This is an optimization exercise on Yosys and OpenROAD, whose aim is small area, a short achievable clock period and few clock cycles, not a production implementation. The RTL was checked by simulation tests, not by an equivalence proof against the original design. Power and IR drop assume default switching activity.

## design/flow/run.sh

```bash
#!/bin/bash
# synth_recipe.tcl (not shown) runs the flow's synth.tcl, then flattens the netlist and writes it again
# the make line also repeats each setting of config.mk as NAME=value (left out here)
make -C /OpenROAD-flow-scripts/flow DESIGN_CONFIG=/design/flow/config.mk WORK_HOME=/design/flow/orfs CLKGATE_MAP_FILE= SYNTH_SCRIPT=/design/flow/synth_recipe.tcl finish
```

## design/flow/constraint.sdc

```tcl
create_clock -name core_clock -period 6.5 [get_ports {CLK}]
set_input_delay 1.3000 -clock core_clock [delete_from_list [all_inputs] [get_ports {CLK}]]
set_output_delay 1.3000 -clock core_clock [all_outputs]
set_load 0.01 [all_outputs]
```

## design/flow/config.mk

```make
export PLATFORM = sky130hd
export DESIGN_NAME = dcache_top
export DESIGN_NICKNAME = dcache_top
export VERILOG_FILES = /design/flow/design.v
export SDC_FILE = /design/flow/constraint.sdc
export NUM_CORES = 4
export LEC_CHECK = 0
export CAP_MARGIN = 20
export CORE_MARGIN = 2
export CORE_UTILIZATION = 40
export SLEW_MARGIN = 20
```

## design/flow/design.v

```verilog
package dcache_pkg;
    localparam int ADDR_W     = 16;
    localparam int WORD_W     = 32;
    localparam int STRB_W     = WORD_W / 8;
    localparam int LINE_WORDS = 4;
    localparam int LINE_W     = LINE_WORDS * WORD_W;
    localparam int LINES      = 16;
    localparam int OFFSET_W = $clog2(LINE_W / 8);
    localparam int INDEX_W  = $clog2(LINES);
    localparam int TAG_W    = ADDR_W - INDEX_W - OFFSET_W;
    localparam int LADDR_W  = TAG_W + INDEX_W;
    localparam int WSEL_W   = $clog2(LINE_WORDS);   
    typedef enum logic [1:0] {
        IDLE,
        WRITEBACK,
        REFILL,
        FILL
    } miss_state_t;
endpackage
`timescale 1ns/1ps
`timescale 1ns/1ps
`timescale 1ns/1ps
`timescale 1ns/1ps
`timescale 1ns/1ps
module dcache_top (
    input  logic                           CLK,
    input  logic                           RST,
    input  logic                           req_valid,
    output logic                           req_ready,
    input  logic                           req_write,
    input  logic [dcache_pkg::ADDR_W-1:0]  req_addr,
    input  logic [dcache_pkg::WORD_W-1:0]  req_wdata,
    input  logic [dcache_pkg::STRB_W-1:0]  req_wstrb,
    output logic                           rsp_valid,
    output logic [dcache_pkg::WORD_W-1:0]  rsp_rdata,
    output logic                           l2_req_valid,
    output logic [dcache_pkg::LADDR_W-1:0] l2_req_addr,
    input  logic                           l2_rsp_valid,
    input  logic [dcache_pkg::LINE_W-1:0]  l2_rsp_line,
    output logic                           l2_wb_valid,
    output logic [dcache_pkg::LADDR_W-1:0] l2_wb_addr,
    output logic [dcache_pkg::LINE_W-1:0]  l2_wb_line,
    input  logic                           l2_wb_done
);
    localparam int LINES  = dcache_pkg::LINES;
    localparam int WORDS  = dcache_pkg::LINE_WORDS;
    localparam int STRB_W = dcache_pkg::STRB_W;
    localparam int WORD_W = dcache_pkg::WORD_W;
    localparam int LINE_W = dcache_pkg::LINE_W;
    localparam int TAG_W  = dcache_pkg::TAG_W;
    localparam int IDX_W  = dcache_pkg::INDEX_W;
    localparam int WSEL_W = dcache_pkg::WSEL_W;
    logic [LINE_W-1:0] data_q [LINES];
    logic [TAG_W-1:0]  tag_q  [LINES];
    logic [LINES-1:0]  valid_q;
    logic [LINES-1:0]  dirty_q;
    logic              s1_valid;
    logic              s1_write;
    logic [TAG_W-1:0]  s1_tag;
    logic [IDX_W-1:0]  s1_idx;
    logic [WSEL_W-1:0] s1_word;
    logic [WORD_W-1:0] s1_wdata;
    logic [STRB_W-1:0] s1_wstrb;
    logic              wb_busy;
    logic              rf_busy;
    logic [LINE_W-1:0] line;
    logic [TAG_W-1:0]  vtag;
    logic              vdirty;
    logic              hit;
    logic              lookup;
    logic              miss;
    logic              fill;
    logic              st_hit;
    assign line   = data_q[s1_idx];
    assign vtag   = tag_q[s1_idx];
    assign vdirty = valid_q[s1_idx] && dirty_q[s1_idx];
    assign hit    = valid_q[s1_idx] && (vtag == s1_tag);
    assign lookup = s1_valid && !wb_busy && !rf_busy;
    assign miss   = lookup && !hit;
    assign fill   = rf_busy && l2_rsp_valid;
    assign st_hit = lookup && hit && s1_write;
    assign rsp_valid = (lookup && hit) || fill;
    assign rsp_rdata = fill ? l2_rsp_line[s1_word*WORD_W +: WORD_W] : line[s1_word*WORD_W +: WORD_W];
    assign req_ready = !s1_valid || rsp_valid;
    assign l2_wb_valid  = wb_busy || (miss && vdirty);
    assign l2_wb_addr   = {vtag, s1_idx};
    assign l2_wb_line   = line;
    assign l2_req_valid = rf_busy || (miss && !vdirty);
    assign l2_req_addr  = {s1_tag, s1_idx};
    always_ff @(posedge CLK) begin
        if (RST) begin
            s1_valid <= 1'b0;
            wb_busy  <= 1'b0;
            rf_busy  <= 1'b0;
        end else begin
            if (req_ready) begin
                s1_valid <= req_valid;
            end
            if (miss) begin
                wb_busy <= vdirty;
                rf_busy <= !vdirty;
            end else if (wb_busy && l2_wb_done) begin
                wb_busy <= 1'b0;
                rf_busy <= 1'b1;
            end else if (fill) begin
                rf_busy <= 1'b0;
            end
        end
    end
    always_ff @(posedge CLK) begin
        if (req_ready) begin
            s1_write <= req_write;
            s1_tag   <= req_addr[dcache_pkg::ADDR_W-1 -: TAG_W];
            s1_idx   <= req_addr[dcache_pkg::OFFSET_W +: IDX_W];
            s1_word  <= req_addr[dcache_pkg::OFFSET_W-1 -: WSEL_W];
            s1_wdata <= req_wdata;
            s1_wstrb <= req_wstrb;
        end
    end
    always_ff @(posedge CLK) begin
        for (int i = 0; i < LINES; i++) begin
            for (int w = 0; w < WORDS; w++) begin
                for (int b = 0; b < STRB_W; b++) begin
                    if (s1_idx == i && (fill || (st_hit && s1_word == w && s1_wstrb[b]))) begin
                        data_q[i][w*WORD_W + b*8 +: 8] <=
                            (s1_write && s1_word == w && s1_wstrb[b]) ? s1_wdata[b*8 +: 8]
                                                                      : l2_rsp_line[w*WORD_W + b*8 +: 8];
                    end
                end
            end
            if (s1_idx == i && fill) begin
                tag_q[i] <= s1_tag;
            end
            if (s1_idx == i && (fill || st_hit)) begin
                dirty_q[i] <= s1_write;
            end
        end
    end
    always_ff @(posedge CLK) begin
        if (RST) begin
            valid_q <= '0;
        end else if (fill) begin
            valid_q[s1_idx] <= 1'b1;
        end
    end
endmodule
```

==> results.sh <==
export IMPL_status="finished clean"
export IMPL_hold_path_class="flip-flop to flip-flop"
export IMPL_maxSlewHeadroom_pct=16.9
export IMPL_end_kind="output pin"
export IMPL_fmax_ghz=0.155
export IMPL_powerDensity_nw_per_um2=309
export IMPL_ys_warn_count=3
export IMPL_die_x_um=476
export IMPL_fp_dieH_um=476
export IMPL_cp_required_ns=5.20
export IMPL_seqCellArea_um2=67700
export IMPL_holdBufCountCts=0
export IMPL_top_layer="met5"
export IMPL_syn_num_nets=5529
export IMPL_ir_drop_v=0.000260
export IMPL_skew_ns=0.0561
export IMPL_htree_levels=4
export IMPL_antenna_found_initial=26
export IMPL_post_route_period_util_pct=99.3
export IMPL_clk_pin_slew_ns=0.06
export IMPL_yosysSeqAreaShare_pct=76.0
export IMPL_drc=0
export IMPL_first_pass_iters=9
export IMPL_clkLatencyLatePin_ns=0.90
export IMPL_finalNetCount=6296
export IMPL_core_area_um2=222000
export IMPL_post_dp_hpwl_um=228000
export IMPL_netlist_area_um2=89100
export IMPL_synthArstFlopShare_pct=0
export IMPL_cts_sinks=2262
export IMPL_routabilityCongestion=0.931
export IMPL_met1_length_um=127000
export IMPL_syn_inst=5336
export IMPL_setup_viol=0
export IMPL_yosysUniqueCellTypes=80
export IMPL_ant_nets=0
export IMPL_synth_top_area_share_pct=75.6
export IMPL_synth_edf_count=2243
export IMPL_drive_gt1_share_pct=20.3
export IMPL_vias=59800
export IMPL_syn_area_per_cell_um2=16.7
export IMPL_path_max_fanout=62
export IMPL_multi_input_area_um2=19800
export IMPL_placed_area_um2=99600
export IMPL_power_mw=33.1
export IMPL_wl_met3_um=44400
export IMPL_wirelength_um=351000
export IMPL_wl_met2_um=156000
export IMPL_final_cells=9274
export IMPL_fillers=18600
export IMPL_boundaryPins=374
export IMPL_cts_buffers=228
export IMPL_hold_violations=0
export IMPL_dp_cells=8810
export IMPL_worst_slew_pin_slew_ns=1.24
export IMPL_area_growth_pct=20.5
export IMPL_yosys_register_bits=2262
export IMPL_num_rows=173
export IMPL_ys_flop_type="edfxtp_1"
export IMPL_die_area_um2=227000
export IMPL_crit_path_start_kind="flip-flop"
export IMPL_avgViaCountPerCell=6.45
export IMPL_cts_root_buf="clkbuf_16"
export IMPL_grt_first_pass_wirelength_um=470000
export IMPL_fin_crit_ns=6.45
export IMPL_synthTopCellsByArea="edfxtp_1, mux2_2, a22oi_1"
export IMPL_yosys_area_top_type="edfxtp_1"
export IMPL_critPathKind="flip-flop to output pin"
export IMPL_finalMaxSlewViolations=0
export IMPL_grt_pass1_vias=55600
export IMPL_initial_core_util_pct=40.2
export IMPL_grt_max_degree=98
export IMPL_cts_buffer_depth=3
export IMPL_fin_area_um2=107000
export IMPL_critPathArrivalTime_ns=5.15
export IMPL_drt_initial_drc_count=9750
export IMPL_p_leak_nw=34.5
export IMPL_io_buffers=371
export IMPL_grt_overflow_total=0
export IMPL_rsz0062_at_grt="true"
export IMPL_track_usage_pct=30.3
export IMPL_wl_per_cell_um=37.9
export IMPL_cap_violations=0
export IMPL_cts_tree="done"
==> layer usage <==
metal  track usage [%]  up-vias
met5                 0        -
met4              18.1        8
met3              7.43      872
met2              45.5     4630
met1              40.0    30700
li1                  -    23600
==> layout make-up <==
class	count	area share, %
Antenna cell	20	0.0466
Timing Repair Buffer	960	8.23
Clock inverter	134	1.12
Multi-Input combinational cell	2630	18.4
Inverter	21	0.0816
Tap cell	2975	3.47
Clock buffer	272	5.51
Sequential cell	2262	63.1
==> registers in the layout, indices dropped and copies added, names as in the netlist <==
name	count
s1_valid	1
s1_tag	8
dirty_q	16
valid_q	16
s1_wstrb	4
wb_busy	1
tag_q	128
rf_busy	1
s1_idx	4
s1_word	2
s1_write	1
s1_wdata	32
data_q	2048
==> what timing repair did <==
item	in CTS	in global routing
endpoints found under the setup margin	39	27
pin swaps	7	4
cloned	1	0
buffers inserted	28	9
gates resized for setup	20	23
==> cell usage in the layout, fill, tap and decap left out, types with 51 or more instances in the layout <==
master	n
a21oi_1	136
a221oi_1	211
a222oi_1	117
a22o_1	169
a22oi_1	254
a31oi_1	54
a41oi_1	64
buf_12	51
buf_4	535
clkbuf_16	230
clkdlybuf4s50_1	365
clkinv_1	55
edfxtp_1	2243
mux2_2	178
mux2i_1	145
mux4_2	55
nand2_1	235
nor2_1	237
nor3_1	256
o21ai_0	137
==> where the power goes <==
part / switching (mW) / internal [mW] / leakage, nW
combinational: 2.69 / 1.45 / 10.7
sequential: 0.0828 / 16.2 / 20.4
clock: 5.68 / 7.07 / 3.47
total: 8.46 / 24.7 / 34.5
==> synth_stat cells (all sizes together), types with 11 or more instances <==
cell	number
a221o	28
a22o	169
o22ai	28
a2111oi	11
o221ai	15
a222oi	117
a41oi	71
nand3	41
dfxtp	19
inv	21
nand2	256
buf	217
nor3	292
and3	28
a21oi	136
mux2	178
a22oi	254
a31oi	61
o21ai	139
a211oi	12
mux4	55
edfxtp	2243
nor2b	11
nor2	245
and2	11
a221oi	212
clkbuf	207
mux2i	145
==> cell families after synthesis <==
family	synth area share (%)
mux	5.27
flops	76.0
xor+xnor	0.0393
simple gates	4.86
compound gates	11.4
buf+inv	2.29
fa+ha+maj	0.0983
==> critical path, cell delays in order (launching register included) <==
cell             delay, ns
edfxtp_1              0.38
buf_12                0.19
buf_12                0.36
buf_4                 0.45
and2_1                0.30
buf_4                 0.44
a22oi_1               0.16
a31oi_1               0.22
a2111oi_0             0.13
a21oi_1               0.53
mux2i_1               0.17
o221ai_1              0.20
clkdlybuf4s50_1       0.57
==> stage by stage <==
| step | hold slack (ns) | setup TNS, ns | util (%) | worst slack (ns) |
|---|---|---|---|---|
| 2_1_floorplan | 0.431 | 0 | - | 0.0257 |
| 3_3_place_gp | 0.445 | 0 | 44.9 | 0.391 |
| 3_5_place_dp | 0.456 | 0 | 44.9 | 0.432 |
| 4_1_cts | 0.471 | -0.0523 | 48.3 | -0.0370 |
| 5_1_grt | 0.499 | -0.0117 | 48.4 | -0.0117 |
| 6_report | 0.467 | 0 | 48.4 | 0.0474 |
==> worst paths after layout <==
kind                            cells past startpoint             to  slack [ns]        start
worst min register to register                      2    valid_q[10]        0.47  valid_q[10]
worst max register to register                     11  data_q[8][40]        1.01    s1_idx[0]
worst max-delay path                               12   rsp_rdata[6]        0.05    s1_idx[3]
worst min-delay path                                2    valid_q[10]        0.47  valid_q[10]
Testbench counts, summed over its fixed seeds: cycles 28,336.

-- static timing again, ports no longer ideal --
How much do the figures lean on ideal ports? The routed layout below was timed once more, with nothing changed but the port constraints.
Step 1 sets driving cells, clkbuf_16 on the clock port and buf_2 on the other inputs (assumed; they add their load-dependent delay and slew).
Step 2 adds t to the input delays and takes it off the output delays; t is the mean of the earliest and latest rising clock arrival at the registers after step 1. Input paths then give back, and output paths get back, about the clock's delay inside the block.
a / b / c = ideal / step 1 / step 2; a / b = the first two.
t (ns): 0.965
slack for setup (ns): 0.047 / -0.047 / 0.874
worst hold slack (ns): 0.467 / 0.467 / 0.467
cell pins on the clock port's net: 1
After both steps setup and hold are still met in this run. The setup slack of this run moves by -0.094 ns with the drivers and by +0.827 ns with both steps.
